Source: an optimization exercise on an open RTL-to-GDS flow (aim: small area). Production flows keep margins and buffers that such runs may drop.
Function was checked by simulation only, so behaviour that the tests miss may differ from the original.
No activity file was given, so power comes from the tool's default toggle rates.

==> inputs of job 4278 <==
// capture_framer
module capture_framer #(
    parameter int unsigned NUM_CH    = 2,
    parameter int unsigned SAMPLE_W  = 12,
    parameter int unsigned FRAME_LEN = 64
) (
    input  logic                       clk,
    input  logic                       reset,
    input  logic [7:0]                 settings,
    input  logic [SAMPLE_W-1:0]        trig_level,
    input  logic                       sample_valid,
    input  logic [NUM_CH*SAMPLE_W-1:0] samples,
    output logic [7:0]                 tx_data,
    output logic                       tx_valid,
    input  logic                       tx_ready,
    output logic                       busy,
    output logic                       overrun
);
==> module frame_buffer, before the edit <==
module frame_buffer #(
    parameter int unsigned NUM_CH    = 2,
    parameter int unsigned SAMPLE_W  = 12,
    parameter int unsigned FRAME_LEN = 64,
    localparam int unsigned WORD_W   = NUM_CH * SAMPLE_W
) (
    input  logic              clk,
    input  logic              reset,
    input  logic              shift,
    input  logic [WORD_W-1:0] wr_data,
    output logic [WORD_W-1:0] head,     
    output logic              pol
);
    logic [FRAME_LEN*WORD_W-1:0] sr, prev;
    assign prev = {sr[(FRAME_LEN-1)*WORD_W-1:0], wr_data ^ {WORD_W{pol}}};
    always_ff @(posedge clk) begin
        sr <= ~(shift ? prev : sr);
        if (reset) pol <= 1'b0;
        else       pol <= ~pol;
    end
    assign head = sr[FRAME_LEN*WORD_W-1 -: WORD_W];
endmodule
==> module capture_framer, before the edit <==
module capture_framer #(
    parameter int unsigned NUM_CH    = 2,
    parameter int unsigned SAMPLE_W  = 12,
    parameter int unsigned FRAME_LEN = 64
) (
    input  logic                       clk,
    input  logic                       reset,
    input  logic [7:0]                 settings,
    input  logic [SAMPLE_W-1:0]        trig_level,
    input  logic                       sample_valid,
    input  logic [NUM_CH*SAMPLE_W-1:0] samples,
    output logic [7:0]                 tx_data,
    output logic                       tx_valid,
    input  logic                       tx_ready,
    output logic                       busy,
    output logic                       overrun
);
    localparam int unsigned IDX_W = $clog2(FRAME_LEN);
    typedef enum logic [2:0] {
        IDLE,
        ARMED,
        CAPTURE,
        SEND_HDR,
        SEND_CFG,
        SEND_DATA,
        SEND_SUM,
        DONE
    } state_t;
    state_t              state, state_nxt;
    logic [7:1]          set_q;        
    logic [SAMPLE_W-1:0] level_q;
    logic                prev_ge;      
    logic                have_prev;
    logic [IDX_W-1:0]    idx;          
    logic [1:0]          bsel;         
    logic [7:0]          csum;
    logic                tx_valid_nxt;
    logic                overrun_nxt;
    logic                en, take, free_run, trig_ch1;
    logic [SAMPLE_W-1:0] trig_curr;
    logic                curr_ge, trig_hit;
    logic                store, shift, idx_last;
    logic [NUM_CH*SAMPLE_W-1:0] head;
    logic [7:0]          data_byte;
    logic                pol;
    frame_buffer #(
        .NUM_CH    (NUM_CH),
        .SAMPLE_W  (SAMPLE_W),
        .FRAME_LEN (FRAME_LEN)
    ) u_buf (
        .clk     (clk),
        .reset   (reset),
        .shift   (shift),
        .wr_data (samples),
        .head    (head),
        .pol     (pol)
    );
    assign en       = settings[scope_pkg::SET_EN_BIT];
    assign take     = tx_valid && tx_ready;
    assign free_run = (set_q[2:1] == 2'b00);
    assign trig_ch1 = (set_q[7:3] == 5'd1);
    assign trig_curr = trig_ch1 ? samples[2*SAMPLE_W-1:SAMPLE_W] : samples[SAMPLE_W-1:0];
    always_comb begin
        curr_ge = 1'b1;
        for (int i = 0; i < SAMPLE_W; i++) begin
            curr_ge = (trig_curr[i] & ~level_q[i]) | ((trig_curr[i] | ~level_q[i]) & curr_ge);
        end
    end
    assign trig_hit = (set_q[2:1] == 2'b10) ? (prev_ge && !curr_ge) : (!prev_ge && curr_ge);
    assign idx_last = (idx == IDX_W'(FRAME_LEN - 1));
    assign store = en && sample_valid &&
                   ((state == CAPTURE) || (state == ARMED && !free_run && have_prev && trig_hit));
    assign shift = store || (state == SEND_DATA && take && bsel == 2'd3);
    always_comb begin
        case (bsel)
            2'd0: data_byte = head[7:0] ^ {8{pol}};
            2'd1: data_byte = {4'h0, head[11:8] ^ {4{pol}}};
            2'd2: data_byte = head[19:12] ^ {8{pol}};
            default: data_byte = {4'h0, head[23:20] ^ {4{pol}}};
        endcase
        case (state)
            SEND_CFG:  tx_data = {set_q, 1'b1};
            SEND_DATA: tx_data = data_byte;
            SEND_SUM:  tx_data = csum;
            default:   tx_data = scope_pkg::FRAME_HDR;
        endcase
    end
    always_comb begin
        state_nxt    = state;
        tx_valid_nxt = tx_valid;
        overrun_nxt  = overrun | sample_valid;
        case (state)
            IDLE: begin
                if (en) begin
                    state_nxt   = ARMED;
                    overrun_nxt = 1'b0;
                end
            end
            ARMED: begin
                overrun_nxt = overrun;
                if (!en)           state_nxt = IDLE;
                else if (free_run) state_nxt = CAPTURE;
                else if (store)    state_nxt = CAPTURE;
            end
            CAPTURE: begin
                overrun_nxt = overrun;
                if (!en)                    state_nxt = IDLE;
                else if (store && idx_last) state_nxt = SEND_HDR;
            end
            SEND_HDR: begin
                tx_valid_nxt = 1'b1;
                if (take) state_nxt = SEND_CFG;
            end
            SEND_CFG: begin
                if (take) state_nxt = SEND_DATA;
            end
            SEND_DATA: begin
                if (take && idx_last && bsel == 2'd3) state_nxt = SEND_SUM;
            end
            SEND_SUM: begin
                if (take) begin
                    tx_valid_nxt = 1'b0;
                    if (set_q[2:1] == 2'b11) state_nxt = DONE;
                    else if (en)             state_nxt = ARMED;
                    else                     state_nxt = IDLE;
                end
            end
            default: begin   
                if (!en) state_nxt = IDLE;
            end
        endcase
    end
    assign busy = (state != IDLE) && (state != DONE);
    always_ff @(posedge clk) begin
        if (reset) begin
            state    <= IDLE;
            tx_valid <= 1'b0;
            overrun  <= 1'b0;
        end else begin
            state    <= state_nxt;
            tx_valid <= tx_valid_nxt;
            overrun  <= overrun_nxt;
        end
    end
    always_ff @(posedge clk) begin
        if (state == IDLE && en) begin
            set_q   <= settings[7:1];
            level_q <= trig_level;
        end
        if (state == ARMED && sample_valid) begin
            prev_ge <= curr_ge;
        end
        have_prev <= (state == ARMED) && (have_prev || sample_valid);
        idx       <= ((state == ARMED) ? '0 : idx) + IDX_W'(shift);
        bsel      <= (state == SEND_DATA) ? bsel + 2'(take) : 2'd0;
        if (state == SEND_HDR) begin
            csum <= scope_pkg::FRAME_HDR;
        end else if (take) begin
            csum <= csum ^ tx_data;
        end
    end
endmodule
export LEC_CHECK = 0
export ABC_AREA = 1
export ABC_CLOCK_PERIOD_IN_PS = 7000
export CAP_MARGIN = 20
export CORE_MARGIN = 2
export CORE_UTILIZATION = 70
export CTS_BUF_LIST = sky130_fd_sc_hd__clkbuf_8
export CTS_CLUSTER_DIAMETER = 60
export CTS_CLUSTER_SIZE = 19
export PLACE_DENSITY = 0.8
export SLEW_MARGIN = 20
export SYNTH_HIERARCHICAL = 1
create_clock -name core_clock -period 7.0 [get_ports {clk}]
standard.sh (not shown) runs the stock make flow with config.mk's settings and CLKGATE_MAP_FILE= SYNTH_SCRIPT=/design/flow/synth_recipe.tcl, a recipe that flattens the netlist after the stock synthesis.
==> flow/flow/run.sh <==
#!/bin/bash
set -euo pipefail
export PRE_FLOORPLAN_TCL="$PWD/flow/pre_floorplan.tcl"
export BUFFER_PORTS_ARGS="-buffer_cell sky130_fd_sc_hd__buf_1"
export CTS_ARGS="-sink_clustering_enable -repair_clock_nets -buf_list sky130_fd_sc_hd__clkbuf_8 -sink_clustering_size 19 -sink_clustering_max_diameter 60 -dont_use_dummy_load"
bash standard.sh > standard.log 2>&1
==> flow/flow/pre_floorplan.tcl <==
# Technology remapping before floorplanning.
#
# 1. Remove the buffers synthesis inserted; placement rebuffers against real
#    wire loads.
# 2. Each frame buffer bit computes ~(shift ? prev : own). Synthesis maps that
#    onto two or three small gates per bit; here it becomes one o22ai cell,
#    ~((shift | own) & (shift_n | prev)), with one shared inverter making
#    shift_n. The old per-bit logic is left without loads and deleted.
# 3. Every remaining combinational cell goes to the smallest cell of its
#    family; repair_design and repair_timing size up what needs it.
set db [ord::get_db]
set block [ord::get_db_block]

remove_buffers

proc master {name} {
  set m [[ord::get_db] findMaster $name]
  if {$m eq "NULL" || $m eq ""} { error "no master $name" }
  return $m
}

set shift [$block findNet "shift"]
if {$shift eq "NULL" || $shift eq ""} { error "no net named shift" }
set pol_net ""
set flops [dict create]
foreach inst [$block getInsts] {
  set n [$inst getName]
  if {[regexp {^u_buf\.sr\\?\[([0-9]+)\\?\]} $n -> i]} {
    dict set flops $i $inst
  } elseif {[regexp {^u_buf\.pol} $n]} {
    set pol_net [[$inst findITerm Q] getNet]
  }
}
set nbits [dict size $flops]
puts "pre_floorplan: $nbits frame buffer bits"
if {$nbits != 1536 || $pol_net eq ""} { error "unexpected frame buffer netlist" }

set inv [odb::dbInst_create $block [master sky130_fd_sc_hd__inv_1] "fb_shift_inv"]
set shift_n [odb::dbNet_create $block "fb_shift_n"]
[$inv findITerm A] connect $shift
[$inv findITerm Y] connect $shift_n

set o22 [master sky130_fd_sc_hd__o22ai_1]
set xor [master sky130_fd_sc_hd__xor2_1]
for {set i 0} {$i < $nbits} {incr i} {
  set ff [dict get $flops $i]
  set own [[$ff findITerm Q] getNet]
  if {$i >= 24} {
    set prev [[[dict get $flops [expr {$i - 24}]] findITerm Q] getNet]
  } else {
    set in [$block findNet "samples\[$i\]"]
    if {$in eq "NULL" || $in eq ""} { error "no net samples\[$i\]" }
    set x [odb::dbInst_create $block $xor "fb_in_xor_$i"]
    set prev [odb::dbNet_create $block "fb_in_$i"]
    [$x findITerm A] connect $in
    [$x findITerm B] connect $pol_net
    [$x findITerm X] connect $prev
  }
  set g [odb::dbInst_create $block $o22 "fb_sel_$i"]
  set dnet [odb::dbNet_create $block "fb_d_$i"]
  [$g findITerm A1] connect $shift
  [$g findITerm A2] connect $own
  [$g findITerm B1] connect $shift_n
  [$g findITerm B2] connect $prev
  [$g findITerm Y] connect $dnet
  set d [$ff findITerm D]
  $d disconnect
  $d connect $dnet
}

# Delete logic that no longer drives anything.
set removed 0
while {1} {
  set dead {}
  foreach inst [$block getInsts] {
    set m [$inst getMaster]
    if {[$m isSequential] || [$m getType] ne "CORE"} { continue }
    set outs 0
    set used 0
    foreach it [$inst getITerms] {
      if {![$it isOutputSignal]} { continue }
      incr outs
      set net [$it getNet]
      if {$net eq "NULL" || $net eq ""} { continue }
      if {[llength [$net getBTerms]] > 0} { set used 1; break }
      foreach other [$net getITerms] {
        if {[$other isInputSignal]} { set used 1; break }
      }
      if {$used} { break }
    }
    if {$outs > 0 && !$used} { lappend dead $inst }
  }
  if {[llength $dead] == 0} { break }
  foreach inst $dead {
    set nets {}
    foreach it [$inst getITerms] {
      set net [$it getNet]
      if {$net ne "NULL" && $net ne ""} { lappend nets $net }
    }
    odb::dbInst_destroy $inst
    incr removed
    foreach net $nets {
      if {[llength [$net getITerms]] == 0 && [llength [$net getBTerms]] == 0} {
        odb::dbNet_destroy $net
      }
    }
  }
}
puts "pre_floorplan: deleted $removed cells left without loads"

set n 0
foreach inst [$block getInsts] {
  set m [$inst getMaster]
  set name [$m getName]
  if {![regexp {^(sky130_fd_sc_hd__[a-z0-9]+)_([0-9]+)$} $name -> base drive]} { continue }
  if {[string match "*df*" $base] || [string match "*dl*" $base] || [string match "*buf*" $base] || [string match "*inv*" $base]} { continue }
  set best $m
  set barea [expr {[$m getWidth] * [$m getHeight]}]
  foreach d {0 1 2} {
    set c [$db findMaster ${base}_$d]
    if {$c eq "NULL" || $c eq ""} { continue }
    set a [expr {[$c getWidth] * [$c getHeight]}]
    if {$a < $barea} { set best $c; set barea $a }
  }
  if {$best ne $m} { $inst swapMaster $best; incr n }
}
puts "pre_floorplan: downsized $n cells"
==> job 9759 (differences from job 4278) <==
--- a/flow/design.v
+++ b/flow/design.v
@@ -20,9 +20,12 @@
     output logic              pol
 );
     logic [FRAME_LEN*WORD_W-1:0] sr, prev;
-    assign prev = {sr[(FRAME_LEN-1)*WORD_W-1:0], wr_data ^ {WORD_W{pol}}};
+    logic                        sel_prev, sel_own;
+    assign sel_prev = shift || reset;
+    assign sel_own  = !shift || reset;
+    assign prev     = {sr[(FRAME_LEN-1)*WORD_W-1:0], wr_data ^ {WORD_W{pol}}};
     always_ff @(posedge clk) begin
-        sr <= ~(shift ? prev : sr);
+        sr <= ~((sr | {FRAME_LEN*WORD_W{sel_prev}}) & (prev | {FRAME_LEN*WORD_W{sel_own}}));
         if (reset) pol <= 1'b0;
         else       pol <= ~pol;
     end
@@ -90,12 +93,7 @@
     assign free_run = (set_q[2:1] == 2'b00);
     assign trig_ch1 = (set_q[7:3] == 5'd1);
     assign trig_curr = trig_ch1 ? samples[2*SAMPLE_W-1:SAMPLE_W] : samples[SAMPLE_W-1:0];
-    always_comb begin
-        curr_ge = 1'b1;
-        for (int i = 0; i < SAMPLE_W; i++) begin
-            curr_ge = (trig_curr[i] & ~level_q[i]) | ((trig_curr[i] | ~level_q[i]) & curr_ge);
-        end
-    end
+    assign curr_ge  = (trig_curr >= level_q);
     assign trig_hit = (set_q[2:1] == 2'b10) ? (prev_ge && !curr_ge) : (!prev_ge && curr_ge);
     assign idx_last = (idx == IDX_W'(FRAME_LEN - 1));
     assign store = en && sample_valid &&
@@ -160,15 +158,16 @@
             end
         endcase
     end
-    assign busy = (state != IDLE) && (state != DONE);
     always_ff @(posedge clk) begin
         if (reset) begin
             state    <= IDLE;
             tx_valid <= 1'b0;
+            busy     <= 1'b0;
             overrun  <= 1'b0;
         end else begin
             state    <= state_nxt;
             tx_valid <= tx_valid_nxt;
+            busy     <= (state_nxt != IDLE) && (state_nxt != DONE);
             overrun  <= overrun_nxt;
         end
     end
==> flow/flow/run.sh (replaced) <==
#!/bin/bash
# The standard layout, with one hook before floorplanning (pre_floorplan.tcl)
# that returns ABC's upsized cells to their smallest size and removes ABC's
# buffers, so that placement buffers against real wire loads instead.
set -euo pipefail
export PRE_FLOORPLAN_TCL="$PWD/flow/pre_floorplan.tcl"
bash standard.sh > standard.log 2>&1
==> flow/flow/pre_floorplan.tcl (replaced) <==
# Undo the sizing and buffering that ABC does against its fixed output load:
# every combinational cell goes to the smallest cell of its family, and
# the buffers ABC inserted are removed. Placement's repair_design then
# buffers and sizes against the real wires.
set db [ord::get_db]
set n 0
foreach inst [[ord::get_db_block] getInsts] {
  set m [$inst getMaster]
  set name [$m getName]
  if {![regexp {^(sky130_fd_sc_hd__[a-z0-9]+)_([0-9]+)$} $name -> base drive]} { continue }
  if {[string match "*df*" $base] || [string match "*dl*" $base] || [string match "*buf*" $base] || [string match "*inv*" $base]} { continue }
  set best $m
  set barea [expr {[$m getWidth] * [$m getHeight]}]
  foreach d {0 1 2} {
    set c [$db findMaster ${base}_$d]
    if {$c eq "NULL" || $c eq ""} { continue }
    set a [expr {[$c getWidth] * [$c getHeight]}]
    if {$a < $barea} { set best $c; set barea $a }
  }
  if {$best ne $m} { $inst swapMaster $best; incr n }
}
puts "pre_floorplan: downsized $n cells"
remove_buffers
- CTS_CLUSTER_SIZE: 19 -> 18
- SYNTH_HIERARCHICAL: 1 -> unset
==> comparison table <==
metric                                                                   job 4278                 job 9759
Per-cell via count in the routed design                                      6.25                     6.27
Cell-internal power                                                       17.5 mW                  11.5 mW
Area of the mapped netlist                                             0.0430 mm²               0.0432 mm²
Ratio of final minimum period to clock period                               79.7%                    77.5%
Final worst slack                                                         1.42 ns                  1.58 ns
Fin Clk Skew                                                            0.0676 ns                0.0293 ns
Iteration-0 DRC count of the detailed router                                 1557                     1538
Result of the run                                         complete, no violations  complete, no violations
Worst setup timing slack at the placement stage                           1.68 ns                  1.54 ns
Cell count after placement                                                   4288                     4324
Routed wire per std cell                                                  15.9 µm                  15.6 µm
Worst Reg2Reg Path Length in Cells                                             24                       18
Startpoint of the worst-slack reg-to-reg timing path           set_q[6]$_DFFE_PP_       set_q[5]$_DFFE_PP_
Multi-input combinational cell area                                    0.0111 mm²               0.0112 mm²
Share of the final layout cell area in multi-input gates                    24.1%                    23.9%
Flip-flop and latch area                                               0.0318 mm²               0.0318 mm²
Routed wire length on met2                                               32100 µm                 33100 µm
Layout Nets                                                                  3653                     3697
CORE AREA                                                              0.0606 mm²               0.0614 mm²
Net switching power                                                       6.59 mW                  3.22 mW
R2r endpoint                                                u_buf.sr[491]$_DFF_P_    u_buf.sr[984]$_DFF_P_

-- what the ideal ports hide --
No port has a modelled driver above. Below, the same layouts with a new extraction and two added sets of constraints. Step 1 sets driving cells, clkbuf_16 on the clock port and buf_2 on the other inputs (assumed; they add their load-dependent delay and slew). Step 2 times the ports against the registers' clock, not the clock port: input delays grow and output delays shrink by t, the midpoint of the rising clock arrivals with the driver on. Three values: ideal ports, drivers, drivers and shift; two values: the first two.
| run | t (ns) | setup slack, ns | worst hold slack (ns) | worst setup path at the end | worst slew at a driven data input, ns |
|---|---|---|---|---|---|
| job 4278 | 0.760 | 1.423 / 1.423 / 1.423 | 0.375 / 0.375 / 0.375 | register to register | 0.12 |
| job 9759 | 0.758 | 1.576 / 1.576 / 1.412 | 0.423 / 0.423 / 0.423 | input to register | 0.04 |
After both steps setup and hold are still met in every run listed. For job 9759, which loses most, drivers alone change the setup slack by 0.000 ns; drivers and shift together by -0.164 ns.
